Source: an optimization exercise on an open RTL-to-GDS flow (aim: small area, a short achievable clock period and few clock cycles). Production flows keep margins and buffers that such runs may drop. Function was checked by simulation only, so behaviour that the tests miss may differ from the original. Power is estimated from default activity; no workload was simulated.

[flow/design.v]
module rab_inv_range_ctrl #(
   parameter int unsigned AW               = 32,
   parameter int unsigned N_SLICES         = 16,
   parameter int unsigned L2_N_SETS        = 32,
   parameter int unsigned L2_N_SET_ENTRIES = 32,
   parameter int unsigned PG_BITS          = 12
) (
   input  logic                                              Clk_CI,
   input  logic                                              Rst_RI,
   input  logic [AW-1:0]                                     AwAddr_DI,
   input  logic                                              AwValid_SI,
   output logic                                              AwReady_SO,
   input  logic [AW-1:0]                                     WData_DI,
   input  logic                                              WValid_SI,
   output logic                                              WReady_SO,
   output logic [1:0]                                        BResp_DO,
   output logic                                              BValid_SO,
   input  logic                                              BReady_SI,
   input  logic [N_SLICES*AW-1:0]                            L1First_DI,
   input  logic [N_SLICES*AW-1:0]                            L1Last_DI,
   output logic [N_SLICES-1:0]                               L1Inv_SO,
   output logic [$clog2(L2_N_SETS*L2_N_SET_ENTRIES)-1:0]     L2Addr_DO,
   output logic                                              L2Rd_SO,
   input  logic [AW-PG_BITS-1:0]                             L2RdVpn_DI,
   input  logic                                              L2RdValid_DI,
   output logic                                              L2ClrValid_SO,
   output logic                                              Busy_SO
);
   localparam int unsigned N_ENTRIES = L2_N_SETS * L2_N_SET_ENTRIES;
   localparam int unsigned IW        = $clog2(N_ENTRIES);
   localparam logic [IW-1:0] SWEEP_FIRST = '0;
   localparam logic [IW-1:0] SWEEP_LAST  = IW'(1) << (IW-1);
   function automatic logic [IW-1:0] nxt(input logic [IW-1:0] s);
      nxt = {s[IW-2:0], s[IW-1] ^ s[6] ^ (s[IW-2:0] == '0)};
   endfunction
   logic              aw_held_q, w_held_q;    
   logic              aw_rdy_q, w_rdy_q;      
   logic              a10_q, a18_q;           
   logic [AW-1:0]     wdata_q;                
   logic [AW-1:0]     lo_q;
   logic [AW-1:0]     x1_q, x2_q;             
   logic              busy_q;                 
   logic [N_SLICES+1:0] l1_q;                 
   logic              ov_q;                   
   logic              l2_q;                   
   logic              resp_q;                 
   logic              err_q;                  
   logic [IW+2:0]     ra_q;                   
   logic              rd_q;                   
   logic              rdp_q;                  
   logic              p2_q;                   
   logic              vv_q;                   
   logic              hq_q;                   
   logic              dn_q;                   
   logic [IW-1:0]     addr_q;                 
   logic              exec, aw_fire, w_fire, b_fire;
   logic              hit, start_l1, le, ge, l2_end;
   logic              aw_held_d, w_held_d, busy_d, l2_d, dn_d, rd_d;
   logic [IW+2:0]     ra_d;
   logic [AW-1:0]     x1, x2;
   logic              unused_addr;
   assign unused_addr = ^AwAddr_DI[AW-1:8];
   assign exec    = !busy_q && aw_held_q && w_held_q;
   assign aw_fire = AwValid_SI && aw_rdy_q;
   assign w_fire  = WValid_SI && w_rdy_q;
   assign b_fire  = resp_q && BReady_SI;
   always_comb begin
      x1 = busy_q ? '0 : lo_q;
      x2 = '0;
      if (rdp_q) begin
         x1 = x1 | {L2RdVpn_DI, {PG_BITS{1'b0}}};
         x2 = x2 | {L2RdVpn_DI, {PG_BITS{1'b1}}};
      end
      for (int unsigned i = 0; i < N_SLICES; i++) begin
         x1 = x1 | (L1First_DI[i*AW +: AW] & {AW{l1_q[i]}});
         x2 = x2 | (L1Last_DI[i*AW +: AW]  & {AW{l1_q[i]}});
      end
   end
   assign le = (x1_q <= wdata_q);
   assign ge = (x2_q >= lo_q);
   assign start_l1 = exec && a18_q && le;         
   assign hit      = p2_q && vv_q && le && ge;
   assign l2_end   = l2_q && dn_q && !rdp_q && !hit;
   always_comb begin
      aw_held_d = exec ? 1'b0 : (aw_held_q || aw_fire);
      w_held_d  = exec ? 1'b0 : (w_held_q || w_fire);
      busy_d    = exec || (busy_q && !b_fire);
      l2_d      = l1_q[N_SLICES-2] || (l2_q && !l2_end);
      dn_d      = l2_q && (dn_q || (rd_q && ra_q[IW-1:0] == SWEEP_LAST));
      rd_d      = l2_d && !hit && !dn_d;
      ra_d      = rd_q ? {ra_q[IW+1:IW-1], nxt(ra_q[IW-1:0])} : ra_q;
   end
   assign AwReady_SO    = aw_rdy_q;
   assign WReady_SO     = w_rdy_q;
   assign BValid_SO     = resp_q;
   assign BResp_DO      = {err_q, 1'b0};
   assign Busy_SO       = busy_q;
   assign L1Inv_SO      = l1_q[N_SLICES+1:2] & {N_SLICES{ov_q}};
   assign L2Rd_SO       = rd_q;
   assign L2ClrValid_SO = hq_q;
   assign L2Addr_DO     = addr_q;
   always_ff @(posedge Clk_CI or posedge Rst_RI) begin
      if (Rst_RI) begin
         aw_held_q <= 1'b0;
         w_held_q  <= 1'b0;
         aw_rdy_q  <= 1'b0;
         w_rdy_q   <= 1'b0;
         lo_q      <= '0;
         busy_q    <= 1'b0;
         l1_q      <= '0;
         l2_q      <= 1'b0;
         resp_q    <= 1'b0;
         err_q     <= 1'b0;
         ra_q      <= {3'b000, SWEEP_FIRST};
         rd_q      <= 1'b0;
         rdp_q     <= 1'b0;
         p2_q      <= 1'b0;
         hq_q      <= 1'b0;
         dn_q      <= 1'b0;
      end else begin
         aw_held_q <= aw_held_d;
         w_held_q  <= w_held_d;
         aw_rdy_q  <= !busy_d && !aw_held_d;
         w_rdy_q   <= !busy_d && !w_held_d;
         busy_q    <= busy_d;
         if (exec) begin
            err_q  <= a18_q && !le;
            resp_q <= !start_l1;
            if (a10_q) lo_q <= wdata_q;
         end else begin
            if (b_fire) resp_q <= 1'b0;
            if (l2_end) resp_q <= 1'b1;
         end
         l1_q  <= {l1_q[N_SLICES:0], start_l1};
         l2_q  <= l2_d;
         dn_q  <= dn_d;
         rd_q  <= rd_d;
         rdp_q <= rd_q;
         p2_q  <= rdp_q;
         hq_q  <= hit;
         ra_q  <= ra_d;
      end
   end
   always_ff @(posedge Clk_CI) begin
      x1_q <= x1;
      x2_q <= x2;
      vv_q <= L2RdValid_DI;
      ov_q <= le && ge;
      if (aw_fire) begin
         a10_q <= (AwAddr_DI[7:0] == 8'h10);
         a18_q <= (AwAddr_DI[7:0] == 8'h18);
      end
      if (w_fire) wdata_q <= WData_DI;
      if (!hit)                addr_q <= ra_d[IW-1:0];
      else if (rd_q && rdp_q)  addr_q <= ra_d[IW+2:3];
      else if (rd_q || rdp_q)  addr_q <= ra_d[IW+1:2];
      else                     addr_q <= ra_d[IW:1];
   end
endmodule
[flow/flow/run.sh]
#!/bin/bash
# Standard layout, with the port buffers made from the smallest buffer cell.
set -euo pipefail
export BUFFER_PORTS_ARGS="-buffer_cell sky130_fd_sc_hd__buf_1"
bash standard.sh > standard.log 2>&1
[flow/standard.sh]
#!/bin/bash
# synth_recipe.tcl (not shown) runs the flow's synth.tcl, then flattens the netlist and writes it again
# the make line also repeats each setting of config.mk as NAME=value (left out here)
make -C /OpenROAD-flow-scripts/flow DESIGN_CONFIG=/design/flow/config.mk WORK_HOME=/design/flow/orfs CLKGATE_MAP_FILE= SYNTH_SCRIPT=/design/flow/synth_recipe.tcl "${@:-finish}"
[flow/config.mk]
export PLATFORM = sky130hd
export DESIGN_NAME = rab_inv_range_ctrl
export DESIGN_NICKNAME = rab_inv_range_ctrl
export VERILOG_FILES = /design/flow/design.v
export SDC_FILE = /design/flow/constraint.sdc
export NUM_CORES = 4
export LEC_CHECK = 0
export ABC_CLOCK_PERIOD_IN_PS = 2500
export CAP_MARGIN = 20
export CORE_AREA = 5 5 395 395
export DIE_AREA = 0 0 400 400
export SETUP_SLACK_MARGIN = 4.5
export SLEW_MARGIN = 20
[flow/constraint.sdc]
create_clock -name core_clock -period 7.0 [get_ports {Clk_CI}]
set_input_delay 1.4000 -clock core_clock [delete_from_list [all_inputs] [get_ports {Clk_CI}]]
set_output_delay 1.4000 -clock core_clock [all_outputs]
set_load 0.01 [all_outputs]
==> run summary, run 1 <==
status no timing/DRC/antenna violations; Cell Pwr Density 345 nW/um2; Cell Area, Synth 12,800 um2; crit end category register; Sink Count 185; DIE AREA 160,000 um2; Synth top area share 14.6%; vias 20,407; Leakage 7.87 nW; Setup TNS Final 0 ns; Slew headroom 33.0%; DR vias/cell 4.37; number of DRC markers in iteration 0 2,709; clk slew on worst S/H paths 0.09 ns; crit-path max cell delay 0.51 ns; Clock Tree Buf Depth 2; crit path max fanout 6; number of I/O pins 1,148; Yosys top cell by area dfrtp_1; vias in the first global route around 19,000; Hold WS 0.384 ns; height of the chip 400 um; drc violations 0; number of synthesized register bits 185; initial core utilization 8.46%; register area share after synthesis between 30% and 40%; Die X 400 um; initial antenna violation count 167; fmax around 0.33 GHz; TritonCTS clock tree built; DR pass1 iterations 10; root buffer cell clkbuf_16; most used flip-flop cell after synthesis dfxtp_1; Worst-Margin Slew 1.01 ns; final worst path period share 43.0%; Post-synth top cells a221oi_1, a22oi_1, a22o_1; Final Skew 0.0309 ns; gr usage total 22.1%; DP HPWL roughly 150,000 um; Core ar. about 150,000 um2; pre-CTS setup slack 3.27 ns; Pwr Total around 0.0080 W; GR Overflow Total 0; clk latency of the worst-skew pair 0.52 ns; Avg Cell Area, Syn between 9 and 10 um2; crit path launch type register; share of layout cells above drive strength 1 between 10% and 20%; row cnt 143; first-pass GRT wire length approximately 220,000 um; Slowest cell on crit path or4_1; Fill cells 17,433; Async SR Flop Fraction between 40% and 50%; Critical Path RT 7.38 ns; gate count after technology mapping 1,384; Synth warnings 1; EDFF count, synth 34; most numerous cell in the Yosys netlist a221oi_1; Worst Path Arrival 3.40 ns; antenna viol nets, final 0; GP Congestion 0.925; routed len/inst 40.7 um; Worst VDD drop 0.206 mV; post-synth net total 2,562; Final WS setup 3.99 ns; CTS buffer count 17; final setup vio count 0; Distinct cells, synth 56; area grow syn2layout 81.1%; Final nets 3,749; crit path kind reg2reg; final wirelength 190,000 um; Hold Vio Cnt, Final 0; HP Class reg2reg; max-slew violations 0; Port Buf Inserts 1,122; crit path cell chain inv_2, ha_4, nand4_1, or4_1, o32a_1, a21oi_2, o311ai_4, nor2_4, buf_12, mux2_2; H-tree depth 4; largest net degree at the start of global routing 64; final core occ around 15%; Max Cap Viol 0; RSZ-0062 raised after global routing yes; Tmin final 3.01 ns; Area contributors post-synth dfrtp_1, a221oi_1, dfxtp_1
where the power goes:
part / total, W / internal (W) / switching (W)
registers: 0.00197 / 0.00154 / 0.000430
logic: 0.00492 / 0.00182 / 0.00310
clock network: 0.00112 / 0.000519 / 0.000597
cell families after synthesis:
group                    count (synthesis)  synth area share, %
XOR/XNOR                                 2                0.137
buffers and inverters                  205                 6.15
multiplexers                            33                 3.10
other                                    1               0.0293
flip-flops                             185                 34.5
AO/OA/AOI/OAI                          626                 39.1
AND/OR/NAND/NOR                        268                 10.8
adder cells (fa/ha/maj)                 64                 6.25
final timing paths:
kind / start / end / slack (ns) / depth (start not counted)
hold reg to reg: l1_q[16] / l1_q[17] / 0.38 / 0
hold / removal: l1_q[16] / l1_q[17] / 0.38 / 0
max in group asynchronous: Rst_RI / l1_q[13] / 4.89 / 4
setup reg to reg: lo_q[11] / addr_q[1] / 3.99 / 10
min in group asynchronous: Rst_RI / aw_rdy_q / 1.06 / 3
setup / recovery: lo_q[11] / addr_q[1] / 3.99 / 10
per-layer routing:
metal  vias up  GRT usage (%)  part of all wire (%)
met1      9963           26.5                    39
met2      1694           36.1                    47
met5         -          0.554                  0.36
met3       450           8.16                    10
met4        88           8.47                   3.8
li1       8212              -                     -
registers in the layout, summed over array words and instances (netlist names), 10 cells and up:
register	cells
lo_q	32
wdata_q	32
x1_q	32
x2_q	32
l1_q	18
ra_q	12
addr_q	10
stage by stage:
| step | std cells | cell area [um2] |
|---|---|---|
| floorplan | 1384 | 12900 |
| global placement | 4448 | 19500 |
| detailed placement | 4448 | 19500 |
| CTS | 4576 | 22300 |
| global route | 4649 | 23200 |
| finish | 4665 | 23200 |
placed cells by master (no fill, tap or decap), types with 44 or more instances in the layout:
cell type	n
buf_1	1099
a22oi_1	143
a221oi_1	123
a22o_1	117
nand2_1	100
buf_4	90
dfxtp_1	74
nand4_1	63
o21ai_0	61
inv_1	56
ha_1	56
buf_6	53
diode_2	51
dfrtp_1	51
a221oi_2	47
a222oi_1	44
worst max-delay path, delay by kind of cell, from the launching register on:
family / cells / cell delay, ns
buf+inv: 2 / 0.21
compound gates: 3 / 0.77
fa+ha+maj: 1 / 0.27
mux: 1 / 0.33
simple gates: 3 / 0.87
flops: 1 / 0.43
final cells by class:
| class | instances | area (um2) | share of cell area (%) |
|---|---|---|---|
| tap | 2030 | 2540 | 10.9 |
| antenna | 51 | 128 | 0.550 |
| clock inverter | 15 | 196 | 0.846 |
| multi-input combinational | 994 | 8440 | 36.4 |
| clock buffer | 17 | 425 | 1.83 |
| inverter | 71 | 283 | 1.22 |
| sequential | 185 | 4500 | 19.4 |
| timing repair buffer | 1302 | 6700 | 28.9 |
repair_timing:
item | CTS | global route
gates resized for setup | 236 | 84
pin swaps | 59 | 48
setup endpoints to repair | 110 | 67
gates cloned | 8 | 4
endpoints found under the hold margin | 0 | 0
hold buffers | 0 | 0
setup buffers | 88 | 34
Testbench counts, summed over its fixed seeds: cycles 102,010.
==> inputs of run 2 (changes only) <==
--- a/flow/config.mk
+++ b/flow/config.mk
@@ -5,9 +5,9 @@
 export SDC_FILE = /design/flow/constraint.sdc
 export NUM_CORES = 4
 export LEC_CHECK = 0
-export ABC_CLOCK_PERIOD_IN_PS = 2500
+export ABC_CLOCK_PERIOD_IN_PS = 2000
 export CAP_MARGIN = 20
 export CORE_AREA = 5 5 395 395
 export DIE_AREA = 0 0 400 400
-export SETUP_SLACK_MARGIN = 4.5
+export SETUP_SLACK_MARGIN = 4
 export SLEW_MARGIN = 20
==> run 2 against run 1 <==
Effect of this change:
- die area is the same
- sequential cell count unchanged
- critical path depth decreased by 5
- combinational power is 12% lower
- cell count fell by 1.4%
- clock-buffer cell count unchanged
- area after synthesis did not move
==> run summary, run 2 <==
status no timing/DRC/antenna violations; Area contributors post-synth dfrtp_1, a221oi_1, dfxtp_1; first-pass GRT wire length 222,000 um (-0.51%); initial antenna violation count 167 (unchanged); Die X 400 um (unchanged); drc violations 0 (unchanged); Port Buf Inserts 1,122 (unchanged); Avg Cell Area, Syn 9.26 um2 (unchanged); Post-synth top cells a221oi_1, a22oi_1, a22o_1; Cell Area, Synth 12,800 um2 (unchanged); row cnt 143 (unchanged); largest net degree at the start of global routing 64 (unchanged); CTS buffer count 17 (unchanged); crit path max fanout 1 (-5); vias in the first global route 18,597 (-3.1%); Final Skew 0.0386 ns (+0.00768 ns); Post-CTS Hold Fix Bufs 0 (unchanged); number of synthesized register bits 185 (unchanged); Synth warnings 1 (unchanged); Hold Vio Cnt, Final 0 (unchanged); Leakage 7.07 nW (-10%); Fill cells 17,571 (+0.79%); H-tree depth 4 (unchanged); Worst-Margin Slew 1.45 ns (+0.448 ns); root buffer cell clkbuf_16; final wirelength 190,000 um (about the same); register area share after synthesis 34.5% (unchanged); Critical Path RT 7.37 ns (about the same); HP Class reg2reg; EDFF count, synth 34 (unchanged); Clock Tree Buf Depth 2 (unchanged); most frequent cells in the layout buf_1, a221oi_1, a22oi_1, a22o_1, nand2_1; crit-path max cell delay 1.18 ns (+0.67 ns); DIE AREA 160,000 um2 (unchanged); Tmin final 3.10 ns (+0.0883 ns); initial core utilization 8.46% (unchanged); DR vias/cell 4.35 (-0.58%); gr usage total 22.2% (about the same); post-route cell area 21,400 um2 (-7.8%); routed len/inst 41.3 um (+1.5%); area grow syn2layout 67.0%; Sink Count 185 (unchanged); Max Cap Viol 0 (unchanged); number of I/O pins 1,148 (unchanged); Core ar. 152,000 um2 (unchanged); commonest non-fill, non-tap cell in the layout buf_1; Worst VDD drop 0.212 mV (+3.0%); clk slew on worst S/H paths 0.09 ns (about the same); height of the chip 400 um (unchanged); final setup vio count 0 (unchanged); Placed Cells 4,450 (+0.045%); vias 19,998 (-2.0%); final worst path period share 44.3% (+1.3 points); number of DRC markers in iteration 0 3,031 (+12%); post-synth net total 2,562 (unchanged); Worst Path Arrival 3.47 ns (+0.07 ns); crit path kind in2reg; Slowest cell on crit path a221oi_1; most numerous cell in the Yosys netlist a221oi_1; Final nets 3,676 (-1.9%); DR pass1 iterations 9 (-1); Post-DP Area 19,500 um2 (+0.18%); max-slew violations 0 (unchanged); antenna viol nets, final 0 (unchanged); GR Overflow Total 0 (unchanged); TritonCTS clock tree built; Yosys top cell by area dfrtp_1; share of layout cells above drive strength 1 9.04% (-7.4 points); Synth top area share 14.6% (unchanged); gate count after technology mapping 1,384 (unchanged); final core occ 14.1% (-1.2 points); Setup TNS Final 0 ns (unchanged); GP Congestion 0.971 (+5.0%); clk latency of the worst-skew pair 0.53 ns (about the same); fmax 0.323 GHz (-2.8%); RSZ-0062 raised after global routing yes; crit path cell chain buf_1, a22o_1, a221oi_1, and3_1, nand4_1; Async SR Flop Fraction 40.5% (unchanged); Finished Layout Cells 4,598 (-1.4%); most used flip-flop cell after synthesis dfxtp_1; Slew headroom 3.10% (-30 points); Cell Pwr Density 346 nW/um2 (+0.35%); DP HPWL 152,000 um (+2.4%); crit end category register; crit path launch type input port; Distinct cells, synth 56 (unchanged)
## run 2: cell counts after synthesis
Identical to the previous run, type by type.
## run 2: layer usage
metal | up-vias | global-route usage, % | routed length [um]
met5 | - | 0 | 552
met3 | 409 | 8.04 | 19100
met1 | 9789 | 26.3 | 73600
met2 | 1664 | 36.2 | 88900
met4 | 84 | 9.03 | 7720
li1 | 8052 | - | -
## run 2: critical path, delay by kind of cell
| family | cells | cell delay, ns |
|---|---|---|
| compound gates | 2 | 1.59 |
| simple gates | 2 | 0.40 |
| buf+inv | 1 | 0.07 |
## run 2: path summary, 6_finish.rpt
check	startpoint	end	slack (ns)	cells past startpoint
min reg2reg	l1_q[16]	l1_q[17]	0.38	0
max in group asynchronous	Rst_RI	l1_q[1]	4.59	4
max reg2reg	l1_q[10]	x1_q[12]	3.94	6
min	l1_q[16]	l1_q[17]	0.38	0
max	L1First_DI[236]	x1_q[12]	3.90	5
min in group asynchronous	Rst_RI	w_rdy_q	1.05	3
## run 2: per-stage QoR
stage	hold slack, ns	total power (W)	setup slack [ns]
finish	0.378	0.00741	3.90
global route	0.390	0.00781	3.89
CTS	0.376	0.00746	3.87
detailed placement	0.356	0.00604	2.89
global placement	0.352	0.00598	2.98
floorplan	0.347	0.00358	4.14
## run 2: timing repair
action	CTS	global route
cloned	6	3
setup endpoints to repair	47	16
setup buffers	44	6
gates resized for setup	46	20
pin swaps	13	9
## run 2: area by class of cell
type                            count  area (um2)  area share, %
Tap cell                         2030        2540           11.9
Antenna cell                       57         143          0.667
Inverter                           71         278           1.30
Clock buffer                       17         425           1.99
Sequential cell                   185        4490           21.0
Clock inverter                     15         181          0.848
Multi-Input combinational cell    994        7800           36.5
Timing Repair Buffer             1229        5530           25.9
## run 2: report_power, final
group	switching [W]	leakage, nW	total [W]	internal, W
registers	0.000453	1.88	0.00199	0.00154
clock network	0.000577	0.297	0.00109	0.000512
logic	0.00284	4.89	0.00433	0.00149
## run 2: cells by family (layout without fill, tap and decap cells)
family	after synthesis	in the layout	share of synthesized area, %
compound gates	626	626	39.1
simple gates	268	268	10.8
buf+inv	205	1332	6.15
flops	185	185	34.5
fa+ha+maj	64	64	6.25
mux	33	33	3.10
xor+xnor	2	2	0.137
other cells	1	58	0.0293
==> inputs of run 3 (changes only) <==
--- a/flow/config.mk
+++ b/flow/config.mk
@@ -5,9 +5,8 @@
 export SDC_FILE = /design/flow/constraint.sdc
 export NUM_CORES = 4
 export LEC_CHECK = 0
-export ABC_CLOCK_PERIOD_IN_PS = 2000
 export CAP_MARGIN = 20
 export CORE_AREA = 5 5 395 395
 export DIE_AREA = 0 0 400 400
-export SETUP_SLACK_MARGIN = 4
+export SETUP_SLACK_MARGIN = 3.5
 export SLEW_MARGIN = 20
==> run 3 against run 2 <==
Effect of this change:
- maximum frequency fell by 7.8%
- critical path depth fell by 2
- first-iteration DRC count fell by 9.0%
- largest cell class unchanged
- via count fell by 2.7%
- highest routed layer unchanged
- cell count fell by 1.0%
- still clean
- design area fell by 4.7%
==> run summary, run 3 <==
first-pass GRT wire length 210,000 um (-5.2%); Logic pwr share 55.3% (-3.1 points); share of layout cells above drive strength 1 6.29% (-2.7 points); Hold Vio Cnt, Final 0 (unchanged); Area contributors post-synth dfrtp_1, a221oi_1, dfxtp_1; Clock Tree Buf Depth 2 (unchanged); worst reg-to-reg setup slack 3.67 ns (-0.27 ns); Worst-Margin Slew 1.04 ns (-0.415 ns); area of the multi-input gates 7630 um2 (-2.2%); crit path buf inv count 2 (+1); final setup vio count 0 (unchanged); most numerous cell in the Yosys netlist a221oi_1; crit-path max cell delay 0.62 ns (-0.56 ns); post-synth net total 2,562 (unchanged); Cell Area, Synth 12,800 um2 (unchanged); GR Overflow Total 0 (unchanged); DR vias/cell 4.28 (-1.7%); area grow syn2layout 59.0%; Slowest cell on crit path dfrtp_4; Port Buf Inserts 1,122 (unchanged); Setup TNS Final 0 ns (unchanged); crit path from l1_q[13]; initial antenna violation count 194 (+16%); clk latency of the worst-skew pair 0.52 ns (about the same); DP HPWL 152,000 um (+0.39%); Synth top area share 14.6% (unchanged); internal power 0.00338 W (-4.5%); switching portion of total power 51.7% (-0.47 points); drc violations 0 (unchanged); Die X 400 um (unchanged); Fill cells 17,663 (+0.52%); Finished Layout Cells 4,551 (-1.0%); final wirelength 177,000 um (-6.5%); Synth warnings 1 (unchanged); clk slew on worst S/H paths 0.08 ns (about the same); commonest non-fill, non-tap cell in the layout buf_1; register area share after synthesis 34.5% (unchanged); DR pass1 iterations 8 (-1); vias in the first global route 18,642 (+0.24%); max-slew violations 0 (unchanged); GP Congestion 0.964 (-0.71%); number of DRC markers in iteration 0 2,757 (-9.0%); EDFF count, synth 34 (unchanged); root buffer cell clkbuf_16; crit path launch type register; DIE AREA 160,000 um2 (unchanged); Placed Cells 4,449 (-0.022%); r2r endpoint addr_q[3]; register area 4480 um2 (-0.19%); routed len/inst 39.0 um (-5.5%); Async SR Flop Fraction 40.5% (unchanged); Post-synth top cells a221oi_1, a22oi_1, a22o_1; most frequent cells in the layout buf_1, a221oi_1, a22oi_1, a22o_1, nand2_1; Core ar. 152,000 um2 (unchanged); crit path max fanout 21 (+20); Clock Power Share 15.5% (+0.8 points); Hold Path Cell Cnt 0 (unchanged); Pwr Total 0.00701 W (-5.4%); Hold EP l1_q[17]; P_sw 0.00362 W (-6.3%); crit path cell chain buf_4, and2_1, buf_1; final worst path period share 48.0% (+3.8 points); Yosys top cell by area dfrtp_1; CTS buffer count 17 (unchanged); row cnt 143 (unchanged); Slew headroom 30.7% (+28 points); number of I/O pins 1,148 (unchanged); gate count after technology mapping 1,384 (unchanged); antenna viol nets, final 0 (unchanged); Reg2Reg Depth 9 (+3); crit path kind reg2out; Sink Count 185 (unchanged); most used flip-flop cell after synthesis dfxtp_1; initial core utilization 8.46% (unchanged); final core occ 13.4% (-0.67 points); fmax 0.297 GHz (-7.8%); Seq pwr share 29.1% (+2.2 points); Leakage 6.66 nW (-5.8%); Avg Cell Area, Syn 9.26 um2 (unchanged); Worst Path Arrival 1.96 ns (-1.51 ns); Worst VDD drop 0.195 mV (-7.9%); Max Cap Viol 0 (unchanged); R2R Path Start lo_q[0]; Critical Path RT 5.60 ns (-1.77 ns); RSZ-0062 raised after global routing no; Distinct cells, synth 56 (unchanged); Final Skew 0.0320 ns (-0.00657 ns); TritonCTS clock tree built; height of the chip 400 um (unchanged); crit end category primary output; HP Class reg2reg; H-tree depth 4 (unchanged); Cell Pwr Density 344 nW/um2 (-0.71%); number of synthesized register bits 185 (unchanged); gr usage total 20.9% (-1.3 points); family with the most delay on the worst path flip-flops; hold path startpoint l1_q[16]; Final nets 3,629 (-1.3%); Tmin final 3.36 ns (+0.263 ns); vias 19,460 (-2.7%); Post-CTS Hold Fix Bufs 0 (unchanged); largest net degree at the start of global routing 64 (unchanged); status no timing/DRC/antenna violations
run 3: cell counts after synthesis:
Identical to the previous run, type by type.
run 3: worst reg2reg max path: stages (launching register included):
cell	delay (ns)
dfrtp_1	0.61
ha_1	0.31
nand2b_1	0.14
a2111oi_0	0.76
o32a_1	0.36
a21oi_2	0.10
o311ai_2	0.36
nor2_4	0.10
buf_4	0.18
mux2_4	0.29
run 3: timing repair:
action | CTS | global route
endpoints found under the setup margin | 18 | 9
setup buffers | 7 | 4
gates resized for setup | 4 | 1
pin swaps | 2 | 1
run 3: worst max path at each step:
stage	end	slack [ns]	cells after the start
2_1_floorplan	aw_held_q	3.69	1
3_5_place_dp	addr_q[9]	2.98	9
6_report	L1Inv_SO[11]	3.64	3
4_1_cts	L1Inv_SO[0]	3.50	3
5_1_grt	L1Inv_SO[12]	3.56	3
3_3_place_gp	addr_q[9]	3.00	9
run 3: cell families (layout without fill, tap and decap cells):
family | after synthesis | after routing | share of synthesized area, %
AO/OA/AOI/OAI | 626 | 626 | 39.1
XOR/XNOR | 2 | 2 | 0.137
AND/OR/NAND/NOR | 268 | 268 | 10.8
adder cells (fa/ha/maj) | 64 | 64 | 6.25
other | 1 | 58 | 0.0293
flip-flops | 185 | 185 | 34.5
buffers and inverters | 205 | 1285 | 6.15
multiplexers | 33 | 33 | 3.10
run 3: through the flow:
stage | setup slack [ns] | hold WS, ns | area, um2
global placement | 3.00 | 0.352 | 19500
CTS | 3.50 | 0.377 | 20200
global route | 3.56 | 0.378 | 20300
detailed placement | 2.98 | 0.355 | 19500
floorplan | 3.69 | 0.347 | 12800
finish | 3.64 | 0.375 | 20400
run 3: layer usage:
| metal | up-vias | global-route usage, % | share of wire [%] |
|---|---|---|---|
| met5 | - | 0 | 0.35 |
| li1 | 7956 | - | - |
| met2 | 1570 | 33.9 | 47 |
| met4 | 100 | 8.11 | 3.7 |
| met1 | 9440 | 25.0 | 39 |
| met3 | 394 | 7.68 | 10 |
run 3: layout make-up:
type	count	share of cell area, %
clock buffer	17	2.09
tap	2030	12.5
multi-input combinational	994	37.4
inverter	71	1.33
sequential	185	22.0
clock inverter	15	0.903
timing repair buffer	1182	23.1
antenna	57	0.700
run 3: power by group through the flow:
stage	clock [W]	sequential, W	combinational [W]
after CTS	0.00113	0.00206	0.00399
after floorplan	0	0.00170	0.00188
after detailed placement	0	0.00209	0.00392
after global routing	0.00117	0.00209	0.00422
final	0.00109	0.00204	0.00388
after global placement	0	0.00209	0.00389
==> inputs of run 4 (changes only) <==
--- a/flow/config.mk
+++ b/flow/config.mk
@@ -5,8 +5,9 @@
 export SDC_FILE = /design/flow/constraint.sdc
 export NUM_CORES = 4
 export LEC_CHECK = 0
+export ABC_CLOCK_PERIOD_IN_PS = 3000
 export CAP_MARGIN = 20
 export CORE_AREA = 5 5 395 395
 export DIE_AREA = 0 0 400 400
-export SETUP_SLACK_MARGIN = 3.5
+export SETUP_SLACK_MARGIN = 4
 export SLEW_MARGIN = 20
==> run 4 against run 3 <==
Effect of this change:
- still clean on timing, DRC and antenna
- synthesized cell count stayed put
- non-clock buffer count is 47 higher
- combinational power is 12% higher
- clock power hardly changed
- critical endpoint is now x1_q[12]
- largest power group unchanged
==> run summary, run 4 <==
status no timing/DRC/antenna violations; Worst-Margin Slew 1.45 ns (+0.415 ns); final worst path period share 44.3% (-3.8 points); Yosys top cell by area dfrtp_1; initial core utilization 8.46% (unchanged); Max Cap Viol 0 (unchanged); Final nets 3,676 (+1.3%); Clock Tree Buf Depth 2 (unchanged); H-tree depth 4 (unchanged); Critical Path RT 7.37 ns (+1.77 ns); most used flip-flop cell after synthesis dfxtp_1; post-route cell area 21,400 um2 (+5.0%); drc violations 0 (unchanged); root buffer cell clkbuf_16; Final Skew 0.0386 ns (+0.00657 ns); Tmin final 3.10 ns (-0.263 ns); Hold Vio Cnt, Final 0 (unchanged); Post-synth top cells a221oi_1, a22oi_1, a22o_1; first-pass GRT wire length 222,000 um (+5.4%); vias 19,998 (+2.8%); Core ar. 152,000 um2 (unchanged); Slowest cell on crit path a221oi_1; number of synthesized register bits 185 (unchanged); Slew headroom 3.10% (-28 points); vias in the first global route 18,597 (-0.24%); Port Buf Inserts 1,122 (unchanged); Leakage 7.07 nW (+6.1%); crit path max fanout 1 (-95%); DR vias/cell 4.35 (+1.7%); number of I/O pins 1,148 (unchanged); Worst Path Arrival 3.47 ns (+1.51 ns); clk slew on worst S/H paths 0.09 ns (about the same); Post-CTS Hold Fix Bufs 0 (unchanged); most numerous cell in the Yosys netlist a221oi_1; final setup vio count 0 (unchanged); Hold EP l1_q[17]; Worst VDD drop 0.212 mV (+8.6%); Reg2Reg Depth 6 (-3); RSZ-0062 raised after global routing yes; top sig layer met5; Distinct cells, synth 56 (unchanged); antenna viol nets, final 0 (unchanged); DP HPWL 152,000 um (-0.39%); gate count after technology mapping 1,384 (unchanged); Stages on worst setup path 5 (+2); share of layout cells above drive strength 1 9.04% (+2.7 points); commonest non-fill, non-tap cell in the layout buf_1; crit path cell chain buf_1, a22o_1, a221oi_1, and3_1, nand4_1; crit end category register; crit path buf inv count 1 (-1); Met2 Wirelength 88,900 um (+7.1%); Hold Path Cell Cnt 0 (unchanged); r2r endpoint x1_q[12]; met1 wire length 73,600 um (+5.9%); row cnt 143 (unchanged); Avg Cell Area, Syn 9.26 um2 (unchanged); gr usage total 22.2% (+1.3 points); hold path startpoint l1_q[16]; number of DRC markers in iteration 0 3,031 (+9.9%); family with the most delay on the worst path compound AO/OA/AOI/OAI gates; HP Class reg2reg; area grow syn2layout 67.0%; Area contributors post-synth dfrtp_1, a221oi_1, dfxtp_1; DR pass1 iterations 9 (+1); worst reg-to-reg setup slack 3.94 ns (+0.27 ns); CTS buffer count 17 (unchanged); routed len/inst 41.3 um (+5.9%); final wirelength 190,000 um (+7.0%); fmax 0.323 GHz (+8.5%); EDFF count, synth 34 (unchanged); initial antenna violation count 167 (-14%); Synth warnings 1 (unchanged); TritonCTS clock tree built; Cell Pwr Density 346 nW/um2 (+0.71%); DIE AREA 160,000 um2 (unchanged); Async SR Flop Fraction 40.5% (unchanged); Post-DP Area 19,500 um2 (+0.32%); most frequent cells in the layout buf_1, a221oi_1, a22oi_1, a22o_1, nand2_1; Die X 400 um (unchanged); crit path launch type input port; Setup TNS Final 0 ns (unchanged); Cell Area, Synth 12,800 um2 (unchanged); Synth top area share 14.6% (unchanged); GP Congestion 0.971 (+0.72%); Fill cells 17,571 (-0.52%); crit path kind in2reg; max-slew violations 0 (unchanged); largest net degree at the start of global routing 64 (unchanged); final core occ 14.1% (+0.67 points); post-synth net total 2,562 (unchanged); clk latency of the worst-skew pair 0.53 ns (about the same); Met3 Wirelength 19,100 um (+6.8%); R2R Path Start l1_q[10]; GR Overflow Total 0 (unchanged); height of the chip 400 um (unchanged); register area share after synthesis 34.5% (unchanged); crit-path max cell delay 1.18 ns (+0.56 ns); Sink Count 185 (unchanged)
[run 4: power by group]
part	internal, W	leakage [nW]	switching (W)
clock network	0.000512	0.297	0.000577
logic	0.00149	4.89	0.00284
registers	0.00154	1.88	0.000453
[run 4: area by class of cell]
type / count / area [um2] / area share (%)
sequential: 185 / 4490 / 21.0
multi-input combinational: 994 / 7800 / 36.5
inverter: 71 / 278 / 1.30
timing repair buffer: 1229 / 5530 / 25.9
clock buffer: 17 / 425 / 1.99
antenna: 57 / 143 / 0.667
tap: 2030 / 2540 / 11.9
clock inverter: 15 / 181 / 0.848
[run 4: kinds of logic after synthesis]
group           Yosys count  share of synthesized area (%)
compound gates          626                           39.1
xor+xnor                  2                          0.137
fa+ha+maj                64                           6.25
buf+inv                 205                           6.15
flops                   185                           34.5
mux                      33                           3.10
other cells               1                         0.0293
simple gates            268                           10.8
[run 4: worst max path at each step]
stage | from | end | slack (ns)
global route | lo_q[11] | addr_q[8] | 3.89
global placement | wdata_q[19] | addr_q[1] | 2.98
detailed placement | wdata_q[19] | addr_q[1] | 2.89
CTS | lo_q[12] | addr_q[9] | 3.87
finish | L1First_DI[236] | x1_q[12] | 3.90
floorplan | l1_q[14] | L1Inv_SO[12] | 4.14
[run 4: per-stage QoR]
stage               power [W]  std cells  hold slack [ns]  worst slack, ns
floorplan             0.00358       1384            0.347             4.14
global placement      0.00598       4447            0.352             2.98
CTS                   0.00746       4532            0.376             3.87
finish                0.00741       4598            0.378             3.90
detailed placement    0.00604       4450            0.356             2.89
global route          0.00781       4570            0.390             3.89
[run 4: what timing repair did]
item / in CTS / in global routing
setup endpoints to repair: 47 / 16
hold endpoints to repair: 0 / 0
gates cloned: 6 / 3
pin swaps: 13 / 9
gates resized for setup: 46 / 20
buffers inserted: 44 / 6
[run 4: worst reg2reg max path: stages (launching register included)]
cell and delay [ns]:
dfrtp_4 0.54, buf_12 0.18, buf_4 0.22, a22o_1 0.41, a221oi_1 1.18, and3_1 0.32
nand4_1 0.09
[run 4: per-layer routing]
layer	track usage, %	vias up
met5	0	-
li1	-	8052
met1	26.3	9789
met2	36.2	1664
met3	8.04	409
met4	9.03	84
==> inputs of run 5 (changes only) <==
==> flow/flow/run.sh (replaced) <==
#!/bin/bash
# Standard layout, with the port buffers made from the smallest buffer cell and the pins
# packed one track apart, so that a smaller die holds all of them.
set -euo pipefail
export BUFFER_PORTS_ARGS="-buffer_cell sky130_fd_sc_hd__buf_1"
export PLACE_PINS_ARGS="-min_distance 1 -min_distance_in_tracks"
bash standard.sh > standard.log 2>&1
--- a/flow/config.mk
+++ b/flow/config.mk
@@ -7,7 +7,7 @@
 export LEC_CHECK = 0
 export ABC_CLOCK_PERIOD_IN_PS = 3000
 export CAP_MARGIN = 20
-export CORE_AREA = 5 5 395 395
-export DIE_AREA = 0 0 400 400
+export CORE_AREA = 5 5 225 225
+export DIE_AREA = 0 0 230 230
 export SETUP_SLACK_MARGIN = 4
 export SLEW_MARGIN = 20
==> run 5 against run 4 <==
Effect of this change:
- maximum frequency increased by 3.7%
- utilization increased by 25 points
- first-iteration DRC count increased by 5.8%
- critical endpoint is now x1_q[3]
- cell count decreased by 31%
- sequential share of layout area increased by 2.9 points
- sequential cell count unchanged
- still clean
- clock power decreased by 11%
- critical path type is now reg2reg
==> run summary, run 5 <==
Slowest cell on crit path a221oi_1; Post-synth top cells a221oi_1, a22oi_1, a22o_1; Setup TNS Final 0 ns (unchanged); Finished Layout Cells 3,183 (-31%); first-pass GRT wire length 162,000 um (-27%); RSZ-0062 raised after global routing no; Worst Path Arrival 3.23 ns (-0.24 ns); Cell Area, Synth 12,800 um2 (unchanged); r2r endpoint x1_q[3]; initial core utilization 26.8% (+18 points); row cnt 80 (-44%); R2R Path Start l1_q[13]; Worst-Margin Slew 1.35 ns (-0.108 ns); DIE AREA 52,900 um2 (-67%); area grow syn2layout 46.4%; fmax 0.334 GHz (+3.7%); Slew headroom 10.3% (+7.2 points); antenna viol nets, final 0 (unchanged); routed len/inst 38.9 um (-5.8%); crit path max fanout 38 (+37); Hold Path Cell Cnt 0 (unchanged); worst reg-to-reg setup slack 4.01 ns (+0.07 ns); hold path startpoint l1_q[16]; most frequent cells in the layout buf_1, a221oi_1, a22oi_1, a22o_1, nand2_1; internal power 0.00337 W (-5.0%); Clock Tree Buf Depth 2 (unchanged); Synth top area share 14.6% (unchanged); Distinct cells, synth 56 (unchanged); Tmin final 2.99 ns (-0.109 ns); commonest non-fill, non-tap cell in the layout buf_1; crit path cell chain buf_4, nand2_1, o21ai_0, a221oi_1, and3_1, nand3_1; H-tree depth 4 (unchanged); Reg2Reg Depth 6 (unchanged); Hold Vio Cnt, Final 0 (unchanged); Sink Count 185 (unchanged); final worst path period share 42.7% (-1.6 points); Critical Path RT 7.24 ns (-0.13 ns); crit path launch type register; DR vias/cell 6.35 (+46%); Final WS setup 4.01 ns (+0.109 ns); Placed Cells 3,007 (-32%); initial antenna violation count 145 (-13%); Die X 230 um (-43%); Port Buf Inserts 1,122 (unchanged); GR Overflow Total 0 (unchanged); Clock Power Share 15.3% (+0.6 points); Async SR Flop Fraction 40.5% (unchanged); number of synthesized register bits 185 (unchanged); status no timing/DRC/antenna violations; clk slew on worst S/H paths 0.08 ns (about the same); P_sw 0.00296 W (-24%); clk latency of the worst-skew pair 0.44 ns (-0.09 ns); vias 20,207 (+1.0%); TritonCTS clock tree built; share of layout cells above drive strength 1 5.61% (-3.4 points); Hold EP l1_q[17]; final wirelength 124,000 um (-35%); height of the chip 230 um (-43%); Final nets 3,605 (-1.9%); HP Class reg2reg; vias in the first global route 20,130 (+8.2%); max-slew violations 0 (unchanged); most used flip-flop cell after synthesis dfxtp_1; crit path kind reg2reg; Cell Pwr Density 337 nW/um2 (-2.7%); Logic pwr share 54.2% (-4.2 points); Final Skew 0.0126 ns (-0.0259 ns); Area contributors post-synth dfrtp_1, a221oi_1, dfxtp_1; Worst VDD drop 0.180 mV (-15%); switching portion of total power 46.8% (-5.4 points); post-synth net total 2,562 (unchanged); Seq pwr share 30.5% (+3.6 points); crit-path max cell delay 1.05 ns (-0.13 ns); Synth warnings 1 (unchanged); CTS buffer count 17 (unchanged); Core ar. 47,800 um2 (-68%); gr usage total 43.8% (+22 points); number of DRC markers in iteration 0 3,206 (+5.8%); DP HPWL 96,600 um (-36%); crit end category register; Avg Cell Area, Syn 9.26 um2 (unchanged); gate count after technology mapping 1,384 (unchanged); number of I/O pins 1,148 (unchanged); drc violations 0 (unchanged); Leakage 6.57 nW (-7.0%); final setup vio count 0 (unchanged); root buffer cell clkbuf_16; largest net degree at the start of global routing 64 (unchanged); Post-CTS Hold Fix Bufs 0 (unchanged); Yosys top cell by area dfrtp_1; most numerous cell in the Yosys netlist a221oi_1; EDFF count, synth 34 (unchanged); GP Congestion 1.14 (+17%); register area share after synthesis 34.5% (unchanged); Max Cap Viol 0 (unchanged); pre-CTS setup slack 3.78 ns (+0.883 ns); DR pass1 iterations 13 (+4)
-- run 5: through the flow --
step	utilization, %	instance area, um2	power (W)	hold WS, ns
finish	39.2	18800	0.00632	0.373
CTS	38.2	18300	0.00615	0.376
global placement	36.6	17500	0.00503	0.355
floorplan	-	12800	0.00358	0.347
global route	39.1	18700	0.00660	0.384
detailed placement	36.6	17500	0.00510	0.364
-- run 5: cell families (layout without fill, tap and decap cells) --
kind of cell               Yosys count  count (layout)  synth area share [%]
AOI/OAI and AO/OA                  626             626                  39.1
xor gates and xnor gates             2               2                 0.137
adders and majority gates           64              64                  6.25
buffers and inverters              205            1261                  6.15
DFF                                185             185                  34.5
muxes                               33              33                  3.10
other                                1             129                0.0293
and+or+nand+nor                    268             268                  10.8
-- run 5: power by group through the flow --
stage	registers, W	clock network (W)	logic (W)
3_5_place_dp	0.00196	0	0.00314
2_1_floorplan	0.00170	0	0.00188
6_report	0.00193	0.000968	0.00342
4_1_cts	0.00191	0.000975	0.00327
3_3_place_gp	0.00195	0	0.00308
5_1_grt	0.00196	0.00102	0.00362
-- run 5: routing by layer --
layer  vias to the layer above  share of wire, %  GRT usage, %
met2                      1978                41          63.2
li1                       7988                 -             -
met4                        34                12          40.8
met5                         -              0.17          4.60
met1                      9525                34          48.0
met3                       682                13          18.5
-- run 5: cell type report --
type                            count  area (um2)
Inverter                           71         270
Antenna cell                      128         320
Tap cell                          615         769
Multi-Input combinational cell    994        7700
Sequential cell                   185        4480
Clock buffer                       17         425
Fill cell                        5206       29100
Timing Repair Buffer             1158        4640
Clock inverter                     15         151
-- run 5: critical path, delay by kind of cell (launching register included) --
family / cells / cell delay (ns)
AO/OA/AOI/OAI: 2 / 1.14
flip-flops: 1 / 0.64
buffers and inverters: 1 / 0.38
AND/OR/NAND/NOR: 3 / 0.59
-- run 5: worst max path at each step --
stage,startpoint,cells past startpoint,endpoint
global route,wdata_q[19],10,addr_q[1]
finish,l1_q[13],6,x1_q[3]
detailed placement,wdata_q[29],9,addr_q[1]
CTS,lo_q[14],10,addr_q[1]
floorplan,l1_q[14],4,L1Inv_SO[12]
global placement,wdata_q[29],9,addr_q[1]
-- run 5: timing repair --
action | CTS | global route
endpoints found under the setup margin | 20 | 11
gates cloned | 0 | 1
buffers inserted | 11 | 4
resized for setup | 5 | 12
pin swaps | 1 | 11
==> inputs of run 6 (changes only) <==
--- a/flow/config.mk
+++ b/flow/config.mk
@@ -5,9 +5,9 @@
 export SDC_FILE = /design/flow/constraint.sdc
 export NUM_CORES = 4
 export LEC_CHECK = 0
-export ABC_CLOCK_PERIOD_IN_PS = 3000
 export CAP_MARGIN = 20
 export CORE_AREA = 5 5 225 225
+export CTS_CLUSTER_SIZE = 30
 export DIE_AREA = 0 0 230 230
 export SETUP_SLACK_MARGIN = 4
 export SLEW_MARGIN = 20
==> run 6 against run 5 <==
Effect of this change:
- sequential cell count did not move
- largest cell class unchanged
- design area did not move
- critical path depth unchanged
- combinational power about the same
- clock power barely moved
- wire length unchanged
- setup slack unchanged
- utilization unchanged
==> run summary, run 6 <==
Final nets 3,605 (unchanged); R2R Path Start l1_q[13]; Clock Tree Buf Depth 2 (unchanged); HP Class reg2reg; DIE AREA 52,900 um2 (unchanged); area grow syn2layout 46.4% (unchanged); Area contributors post-synth dfrtp_1, a221oi_1, dfxtp_1; crit path max fanout 38 (unchanged); Post-DP Area 17,500 um2 (unchanged); Max Cap Viol 0 (unchanged); antenna viol nets, final 0 (unchanged); worst reg-to-reg setup slack 4.01 ns (about the same); Cell Area, Synth 12,800 um2 (unchanged); Async SR Flop Fraction 40.5% (unchanged); largest net degree at the start of global routing 64 (unchanged); crit-path max cell delay 1.05 ns (about the same); Distinct cells, synth 56 (unchanged); post-route cell area 18,800 um2 (unchanged); Synth top area share 14.6% (unchanged); Worst-Margin Slew 1.35 ns (unchanged); Cell Pwr Density 337 nW/um2 (unchanged); EDFF count, synth 34 (unchanged); number of DRC markers in iteration 0 3,206 (unchanged); share of layout cells above drive strength 1 5.61% (unchanged); crit path kind reg2reg; drc violations 0 (unchanged); vias in the first global route 20,130 (unchanged); Port Buf Inserts 1,122 (unchanged); row cnt 80 (unchanged); DR pass1 iterations 13 (unchanged); clk latency of the worst-skew pair 0.44 ns (about the same); CTS buffer count 17 (unchanged); Reg2Reg Depth 6 (unchanged); number of I/O pins 1,148 (unchanged); most numerous cell in the Yosys netlist a221oi_1; Post-CTS Hold Fix Bufs 0 (unchanged); Synth warnings 1 (unchanged); r2r endpoint x1_q[3]; crit path launch type register; RSZ-0062 raised after global routing no; Die X 230 um (unchanged); crit path from l1_q[13]; gate count after technology mapping 1,384 (unchanged); crit end category register; Worst VDD drop 0.180 mV (unchanged); Avg Cell Area, Syn 9.26 um2 (unchanged); fmax 0.334 GHz (unchanged); max-slew violations 0 (unchanged); Stages on worst setup path 6 (unchanged); first-pass GRT wire length 162,000 um (unchanged); Slowest cell on crit path a221oi_1; gr usage total 43.8% (unchanged); Setup TNS Final 0 ns (unchanged); commonest non-fill, non-tap cell in the layout buf_1; Post-synth top cells a221oi_1, a22oi_1, a22o_1; final wirelength 124,000 um (unchanged); Core ar. 47,800 um2 (unchanged); crit path buf inv count 1 (unchanged); TritonCTS clock tree built; post-synth net total 2,562 (unchanged); number of synthesized register bits 185 (unchanged); clk slew on worst S/H paths 0.08 ns (about the same); Leakage 6.57 nW (unchanged); Slew headroom 10.3% (unchanged); Pwr Total 0.00632 W (unchanged); worst setup path endpoint x1_q[3]; final setup vio count 0 (unchanged); Finished Layout Cells 3,183 (unchanged); status no timing/DRC/antenna violations; DR vias/cell 6.35 (unchanged); Hold Vio Cnt, Final 0 (unchanged); DP HPWL 96,600 um (unchanged); Hold WS 0.373 ns (unchanged); H-tree depth 4 (unchanged); Yosys top cell by area dfrtp_1; Tmin final 2.99 ns (unchanged); Critical Path RT 7.24 ns (about the same); initial core utilization 26.8% (unchanged); Placed Cells 3,007 (unchanged); Worst Path Arrival 3.23 ns (about the same); GP Congestion 1.14 (unchanged); most used flip-flop cell after synthesis dfxtp_1; final worst path period share 42.7% (unchanged); initial antenna violation count 145 (unchanged); family with the most delay on the worst path compound AO/OA/AOI/OAI gates; GR Overflow Total 0 (unchanged); Hold Path Cell Cnt 0 (unchanged); Final Skew 0.0126 ns (unchanged); root buffer cell clkbuf_16; routed len/inst 38.9 um (unchanged); height of the chip 230 um (unchanged); Sink Count 185 (unchanged); most frequent cells in the layout buf_1, a221oi_1, a22oi_1, a22o_1, nand2_1; vias 20,207 (unchanged); crit path cell chain buf_4, nand2_1, o21ai_0, a221oi_1, and3_1, nand3_1; register area share after synthesis 34.5% (unchanged)
==> run 6: per-layer routing <==
layer	wire [um]	global-route usage [%]
met1	41500	48.0
met2	51300	63.2
met3	16400	18.5
met4	14300	40.8
met5	207	4.60
==> run 6: layout make-up <==
| class | count | area (um2) |
|---|---|---|
| sequential | 185 | 4480 |
| clock buffer | 17 | 425 |
| fill | 5206 | 29100 |
| clock inverter | 15 | 151 |
| inverter | 71 | 270 |
| multi-input combinational | 994 | 7700 |
| antenna | 128 | 320 |
| tap | 615 | 769 |
| timing repair buffer | 1158 | 4640 |
==> run 6: repair_timing <==
item,CTS,global route
buffers inserted,11,4
endpoints found under the setup margin,20,11
gates resized for setup,5,12
pin swaps,1,11
gates cloned,0,1
==> run 6: logic make-up (layout without fill, tap and decap cells) <==
group,Yosys count,count (layout),synth area share (%)
adders and majority gates,64,64,6.25
muxes,33,33,3.10
AOI/OAI and AO/OA,626,626,39.1
DFF,185,185,34.5
and+or+nand+nor,268,268,10.8
xor gates and xnor gates,2,2,0.137
other,1,129,0.0293
buffers and inverters,205,1261,6.15
==> run 6: power breakdown <==
part	switching [W]	internal (W)
logic	0.00210	0.00133
registers	0.000394	0.00153
clock network	0.000463	0.000505
==> run 6: worst reg2reg max path, delay by kind of cell (launching register included) <==
kind | cells | cell delay (ns)
AOI/OAI and AO/OA | 2 | 1.14
and+or+nand+nor | 3 | 0.62
DFF | 1 | 0.64
buffers and inverters | 1 | 0.38
==> run 6: per-stage QoR <==
stage / utilization (%) / setup slack, ns
after floorplan: - / 4.14
after global placement: 36.6 / 3.87
after detailed placement: 36.6 / 3.78
after CTS: 38.2 / 4.00
after global routing: 39.1 / 3.99
final: 39.2 / 4.01
==> run 6: how the worst min path moves through the flow <==
stage	from	end	slack (ns)
3_5_place_dp	l1_q[16]	l1_q[17]	0.36
5_1_grt	l1_q[16]	l1_q[17]	0.38
4_1_cts	l1_q[16]	l1_q[17]	0.38
6_report	l1_q[16]	l1_q[17]	0.37
3_3_place_gp	l1_q[16]	l1_q[17]	0.35
2_1_floorplan	l1_q[16]	l1_q[17]	0.35
==> inputs of run 7 (changes only) <==
--- a/flow/config.mk
+++ b/flow/config.mk
@@ -9,5 +9,5 @@
 export CORE_AREA = 5 5 225 225
 export CTS_CLUSTER_SIZE = 30
 export DIE_AREA = 0 0 230 230
-export SETUP_SLACK_MARGIN = 4
+export SETUP_SLACK_MARGIN = 4.25
 export SLEW_MARGIN = 20
==> run 7 against run 6 <==
Effect of this change:
- clock power grew 5%
- largest cell class unchanged
- register-to-register slack better by 0.16 ns
- setup slack better by 0.092 ns
- still clean on timing, DRC and antenna
- critical path type is now in2reg
- design area rose by 3.7%
- combinational power is 11% higher
- critical path depth decreased by 1
- sequential power fell by 3%
==> run summary, run 7 <==
status no timing/DRC/antenna violations; final worst path period share 41.4% (-1.3 points); initial core utilization 26.8% (unchanged); Hold Vio Cnt, Final 0 (unchanged); DR vias/cell 6.33 (-0.28%); clk latency of the worst-skew pair 0.45 ns (about the same); routed len/inst 39.4 um (+1.3%); initial antenna violation count 154 (+6.2%); Synth top area share 14.6% (unchanged); EDFF count, synth 34 (unchanged); Port Buf Inserts 1,122 (unchanged); first-pass GRT wire length 165,000 um (+2.0%); Slew headroom 29.3% (+19 points); Final WS setup 4.10 ns (+0.0920 ns); Max Cap Viol 0 (unchanged); Worst-Margin Slew 1.06 ns (-0.285 ns); share of layout cells above drive strength 1 8.40% (+2.8 points); Worst Path Arrival 3.24 ns (about the same); DR pass1 iterations 8 (-5); Post-synth top cells a221oi_1, a22oi_1, a22o_1; final setup vio count 0 (unchanged); Final nets 3,665 (+1.7%); clk slew on worst S/H paths 0.08 ns (about the same); Distinct cells, synth 56 (unchanged); row cnt 80 (unchanged); Synth warnings 1 (unchanged); Core ar. 47,800 um2 (unchanged); R2R Path Start l1_q[4]; Die X 230 um (unchanged); antenna viol nets, final 0 (unchanged); crit path kind in2reg; pre-CTS setup slack 3.82 ns (+0.0435 ns); Cell Pwr Density 343 nW/um2 (+1.7%); final wirelength 128,000 um (+3.4%); r2r endpoint x2_q[0]; vias 20,575 (+1.8%); drc violations 0 (unchanged); RSZ-0062 raised after global routing yes; crit path from L1Last_DI[128]; TritonCTS clock tree built; H-tree depth 4 (unchanged); area grow syn2layout 51.8%; commonest non-fill, non-tap cell in the layout buf_1; DIE AREA 52,900 um2 (unchanged); root buffer cell clkbuf_16; Area contributors post-synth dfrtp_1, a221oi_1, dfxtp_1; Async SR Flop Fraction 40.5% (unchanged); worst setup path endpoint x2_q[0]; height of the chip 230 um (unchanged); number of I/O pins 1,148 (unchanged); Critical Path RT 7.35 ns (+0.11 ns); crit path launch type input port; fmax 0.345 GHz (+3.2%); Clock Tree Buf Depth 2 (unchanged); Worst VDD drop 0.158 mV (-12%); most numerous cell in the Yosys netlist a221oi_1; HP Class reg2reg; most used flip-flop cell after synthesis dfxtp_1; DP HPWL 98,100 um (+1.5%); Reg2Reg Depth 5 (-1); number of DRC markers in iteration 0 3,221 (+0.47%); max-slew violations 0 (unchanged); Yosys top cell by area dfrtp_1; Avg Cell Area, Syn 9.26 um2 (unchanged); CTS buffer count 17 (unchanged); crit path max fanout 1 (-97%); Tmin final 2.90 ns (-0.0920 ns); gr usage total 45.1% (+1.2 points); Setup TNS Final 0 ns (unchanged); vias in the first global route 20,207 (+0.38%); GP Congestion 1.12 (-2.0%); most frequent cells in the layout buf_1, a221oi_1, a22oi_1, a22o_1, nand2_1; largest net degree at the start of global routing 64 (unchanged); Final Skew 0.0152 ns (+0.00250 ns); register area share after synthesis 34.5% (unchanged); GR Overflow Total 0 (unchanged); Cell Area, Synth 12,800 um2 (unchanged); post-synth net total 2,562 (unchanged); number of synthesized register bits 185 (unchanged); Leakage 6.94 nW (+5.6%); Sink Count 185 (unchanged); crit end category register; Fill cells 5,202 (-0.077%); worst reg-to-reg setup slack 4.17 ns (+0.16 ns); gate count after technology mapping 1,384 (unchanged)
run 7: cell counts after synthesis:
Identical to the previous run, type by type.
run 7: what timing repair did:
item	4_1_cts	5_1_grt
setup buffers	55	18
endpoints found under the setup margin	35	15
resized for setup	31	9
pin swaps	9	9
cloned	0	1
hold buffers	0	0
run 7: where the power goes:
| group | internal [W] | switching (W) | leakage (nW) |
|---|---|---|---|
| Clock | 0.000521 | 0.000495 | 0.304 |
| Combinational | 0.00148 | 0.00230 | 4.76 |
| Sequential | 0.00154 | 0.000330 | 1.88 |
run 7: cells by family after synthesis:
family                     Yosys count  synth area share, %
AOI/OAI and AO/OA                  626                 39.1
xor gates and xnor gates             2                0.137
adders and majority gates           64                 6.25
buffers and inverters              205                 6.15
DFF                                185                 34.5
muxes                               33                 3.10
other                                1               0.0293
and+or+nand+nor                    268                 10.8
run 7: final cells by class:
| cell class | instances | area [um2] | share of cell area (%) |
|---|---|---|---|
| clock buffer | 19 | 475 | 2.44 |
| antenna | 135 | 338 | 1.74 |
| tap | 615 | 769 | 3.96 |
| multi-input combinational | 994 | 7800 | 40.1 |
| timing repair buffer | 1218 | 5170 | 26.6 |
| clock inverter | 13 | 139 | 0.714 |
| sequential | 185 | 4490 | 23.1 |
| inverter | 71 | 270 | 1.39 |
run 7: how the worst min path moves through the flow:
stage                     depth (start not counted)        to     start
after floorplan                                   0  l1_q[17]  l1_q[16]
after global placement                            0  l1_q[17]  l1_q[16]
after detailed placement                          0  l1_q[17]  l1_q[16]
after CTS                                         0  l1_q[17]  l1_q[16]
after global routing                              0  l1_q[17]  l1_q[16]
final                                             0  l1_q[17]  l1_q[16]
run 7: metrics by stage:
stage	power, W	cell area (um2)	hold WS [ns]	utilization [%]	cells
finish	0.00666	19500	0.378	40.7	3250
CTS	0.00642	18900	0.379	39.4	3096
floorplan	0.00358	12800	0.347	-	1384
detailed placement	0.00511	17500	0.360	36.6	3009
global placement	0.00506	17500	0.355	36.6	3009
global route	0.00693	19400	0.399	40.5	3230
run 7: worst max-delay path: stages:
cell	delay (ns)
buf_1	0.07
a22o_1	0.28
a221oi_1	0.57
nand4_1	0.51
a211o_1	0.41
run 7: per-layer routing:
metal | wire length (um) | track usage, % | part of all wire, %
met3 | 15700 | 18.4 | 12
met2 | 53900 | 65.4 | 42
met1 | 42900 | 48.1 | 34
met4 | 15100 | 45.9 | 12
met5 | 295 | 1.01 | 0.23
==> inputs of run 8 (changes only) <==
--- a/flow/config.mk
+++ b/flow/config.mk
@@ -6,8 +6,7 @@
 export NUM_CORES = 4
 export LEC_CHECK = 0
 export CAP_MARGIN = 20
-export CORE_AREA = 5 5 225 225
-export CTS_CLUSTER_SIZE = 30
-export DIE_AREA = 0 0 230 230
-export SETUP_SLACK_MARGIN = 4.25
+export CORE_AREA = 5 5 255 255
+export DIE_AREA = 0 0 260 260
+export SETUP_SLACK_MARGIN = 4
 export SLEW_MARGIN = 20
==> run 8 against run 7 <==
Effect of this change:
- critical endpoint is now addr_q[9]
- area after synthesis is the same
- setup slack worse by 0.090 ns
- via count down 5.6%
- cell count rose by 3.4%
- clock power grew 7%
- register-to-register slack worse by 0.16 ns
- critical path depth up 5
- synthesized cell count stayed put
- combinational power down 6.1%
- critical path type is now reg2reg
==> run summary, run 8 <==
number of I/O pins 1,148 (unchanged); GR Overflow Total 0 (unchanged); crit path kind reg2reg; EDFF count, synth 34 (unchanged); Final WS setup 4.01 ns (-0.0901 ns); row cnt 91 (+14%); DR pass1 iterations 30 (+22); Fill cells 6,796 (+31%); register area share after synthesis 34.5% (unchanged); routed len/inst 35.9 um (-8.7%); Distinct cells, synth 56 (unchanged); vias 19,431 (-5.6%); Clock Tree Buf Depth 2 (unchanged); status no timing/DRC/antenna violations; initial core utilization 20.7% (-6.1 points); HP Class reg2reg; Tmin final 2.99 ns (+0.0901 ns); DR vias/cell 5.78 (-8.6%); CTS buffer count 17 (unchanged); Critical Path RT 7.39 ns (+0.04 ns); most used flip-flop cell after synthesis dfxtp_1; crit end category register; DP HPWL 93,000 um (-5.1%); first-pass GRT wire length 152,000 um (-8.1%); drc violations 0 (unchanged); clk latency of the worst-skew pair 0.50 ns (+0.05 ns); vias in the first global route 18,540 (-8.2%); Reg2Reg Depth 10 (+5); Worst Path Arrival 3.37 ns (+0.13 ns); register area 4480 um2 (about the same); crit path launch type register; Cell Area, Synth 12,800 um2 (unchanged); area of the multi-input gates 7680 um2 (-1.5%); final setup vio count 0 (unchanged); RSZ-0062 raised after global routing yes; hold path startpoint l1_q[16]; commonest non-fill, non-tap cell in the layout buf_1; Async SR Flop Fraction 40.5% (unchanged); final wirelength 121,000 um (-5.7%); clk slew on worst S/H paths 0.07 ns (about the same); Post-CTS Hold Fix Bufs 0 (unchanged); worst reg-to-reg setup slack 4.01 ns (-0.16 ns); Cell Pwr Density 340 nW/um2 (-0.67%); Max Cap Viol 0 (unchanged); Area contributors post-synth dfrtp_1, a221oi_1, dfxtp_1; fmax 0.335 GHz (-3.0%); gate count after technology mapping 1,384 (unchanged); height of the chip 260 um (+13%); final worst path period share 42.7% (+1.3 points); r2r endpoint addr_q[9]; Yosys top cell by area dfrtp_1; Hold Vio Cnt, Final 0 (unchanged); number of synthesized register bits 185 (unchanged); most frequent cells in the layout buf_1, a221oi_1, a22oi_1, a22o_1, nand2_1; largest net degree at the start of global routing 65 (+1.6%); gr usage total 32.7% (-12 points); Final nets 3,628 (-1.0%); pre-CTS setup slack 3.31 ns (-0.509 ns); root buffer cell clkbuf_16; max-slew violations 0 (unchanged); TritonCTS clock tree built; Setup TNS Final 0 ns (unchanged); Die X 260 um (+13%); Hold EP l1_q[17]; crit path max fanout 4 (+3); GP Congestion 1.03 (-7.9%); Sink Count 185 (unchanged); Worst-Margin Slew 0.991 ns (-0.0703 ns); R2R Path Start lo_q[14]; Leakage 6.73 nW (-3.0%); Core ar. 61,800 um2 (+29%); Worst VDD drop 0.198 mV (+26%); initial antenna violation count 98 (-36%); Hold Path Cell Cnt 0 (unchanged); Synth top area share 14.6% (unchanged); Avg Cell Area, Syn 9.26 um2 (unchanged); most numerous cell in the Yosys netlist a221oi_1; number of DRC markers in iteration 0 3,034 (-5.8%); antenna viol nets, final 0 (unchanged); share of layout cells above drive strength 1 6.37% (-2.0 points); Post-synth top cells a221oi_1, a22oi_1, a22o_1; area grow syn2layout 49.6%; Slew headroom 34.0% (+4.7 points); H-tree depth 4 (unchanged); Final Skew 0.0153 ns (+0.000187 ns); DIE AREA 67,600 um2 (+28%); Port Buf Inserts 1,122 (unchanged); post-synth net total 2,562 (unchanged); Synth warnings 1 (unchanged)
[run 8: cell counts after synthesis]
Identical to the previous run, type by type.
[run 8: cell families after synthesis]
kind of cell / count (synthesis) / share of synthesized area, %
multiplexers: 33 / 3.10
flip-flops: 185 / 34.5
AND/OR/NAND/NOR: 268 / 10.8
buffers and inverters: 205 / 6.15
adder cells (fa/ha/maj): 64 / 6.25
XOR/XNOR: 2 / 0.137
AO/OA/AOI/OAI: 626 / 39.1
other: 1 / 0.0293
[run 8: through the flow]
| step | util (%) | hold WS (ns) | power, W | cell area [um2] | std cells |
|---|---|---|---|---|---|
| 2_1_floorplan | - | 0.347 | 0.00358 | 12800 | 1384 |
| 3_3_place_gp | 28.8 | 0.353 | 0.00516 | 17800 | 3235 |
| 3_5_place_dp | 28.8 | 0.354 | 0.00520 | 17800 | 3235 |
| 4_1_cts | 30.4 | 0.371 | 0.00643 | 18800 | 3290 |
| 5_1_grt | 30.9 | 0.377 | 0.00685 | 19100 | 3343 |
| 6_report | 31.0 | 0.371 | 0.00652 | 19200 | 3359 |
[run 8: metal layers]
layer  wire length (um)  part of all wire (%)  global-route usage (%)
met5                398                  0.33                       0
met3              18100                    15                    15.2
met4               8120                   6.7                    18.4
met1              44500                    37                    39.8
met2              49600                    41                    47.7
[run 8: power by group]
part           internal, W  total, W  switching (W)
Combinational      0.00134   0.00355        0.00221
Clock             0.000582   0.00109       0.000505
Sequential         0.00154   0.00188       0.000346
[run 8: layout make-up]
cell class | instances | share of cell area, %
clock buffer | 19 | 2.48
antenna | 59 | 0.770
multi-input combinational | 994 | 40.1
clock inverter | 13 | 0.894
timing repair buffer | 1181 | 25.5
inverter | 71 | 1.41
sequential | 185 | 23.4
tap | 837 | 5.46
[run 8: worst max-delay path: stages (launching register included)]
cell and delay [ns]:
dfrtp_1 0.35, inv_1 0.08, ha_1 0.33, nand4_1 0.21, or4_1 0.47, o32a_1 0.41, a21oi_4 0.26, o311ai_4 0.13
nor2_4 0.14, buf_4 0.16, mux2_2 0.33
[run 8: how the worst max path moves through the flow]
stage | startpoint | to | slack (ns) | depth (start not counted)
detailed placement | wdata_q[31] | addr_q[9] | 3.31 | 9
global route | l1_q[9] | L1Inv_SO[7] | 3.97 | 3
floorplan | l1_q[14] | L1Inv_SO[12] | 4.14 | 4
CTS | l1_q[9] | L1Inv_SO[7] | 3.73 | 3
finish | lo_q[14] | addr_q[9] | 4.01 | 10
global placement | L1Last_DI[63] | x2_q[31] | 3.44 | 5
[run 8: repair_timing]
action / 4_1_cts / 5_1_grt
setup buffers: 23 / 7
setup endpoints to repair: 33 / 16
cloned: 0 / 3
gates resized for setup: 12 / 8
pin swaps: 6 / 5

-- afterwards: timing with drivers on the ports --
How much do the figures lean on ideal ports? The routed layouts below were timed once more, with nothing changed but the port constraints.
Step 1 (the two cells are an assumption about what drives the block):
set clk [get_ports {Clk_CI}]
set_driving_cell -lib_cell sky130_fd_sc_hd__clkbuf_16 $clk
set_driving_cell -lib_cell sky130_fd_sc_hd__buf_2 [delete_from_list [all_inputs] $clk]
Step 2 also shifts input and output timing later by t, the mid clock arrival at the registers, as if the neighbouring blocks saw the same clock.
a / b / c = ideal ports / drivers / drivers and shift; a / b = the first two.
run	t, ns	setup slack, ns	hold slack, ns	slew at the worst register clock pin (ns)
run 1	0.567	3.989 / 3.989 / 3.540	0.384 / 0.384 / 0.384	0.11 / 0.11
run 2	0.575	3.901 / 3.944 / 3.369	0.378 / 0.378 / 0.378	0.10 / 0.10
run 3	0.570	3.638 / 3.576 / 3.407	0.375 / 0.375 / 0.375	0.11 / 0.11
run 4	0.575	3.901 / 3.944 / 3.369	0.378 / 0.378 / 0.378	0.10 / 0.10
run 5	0.474	4.010 / 3.968 / 3.624	0.373 / 0.373 / 0.373	0.08 / 0.08
run 6	0.474	4.010 / 3.968 / 3.624	0.373 / 0.373 / 0.373	0.08 / 0.08
run 7	0.494	4.102 / 4.114 / 3.620	0.378 / 0.378 / 0.378	0.08 / 0.08
run 8	0.556	4.012 / 3.958 / 3.857	0.371 / 0.371 / 0.371	0.08 / 0.08
After both steps every run listed still meets setup and hold.
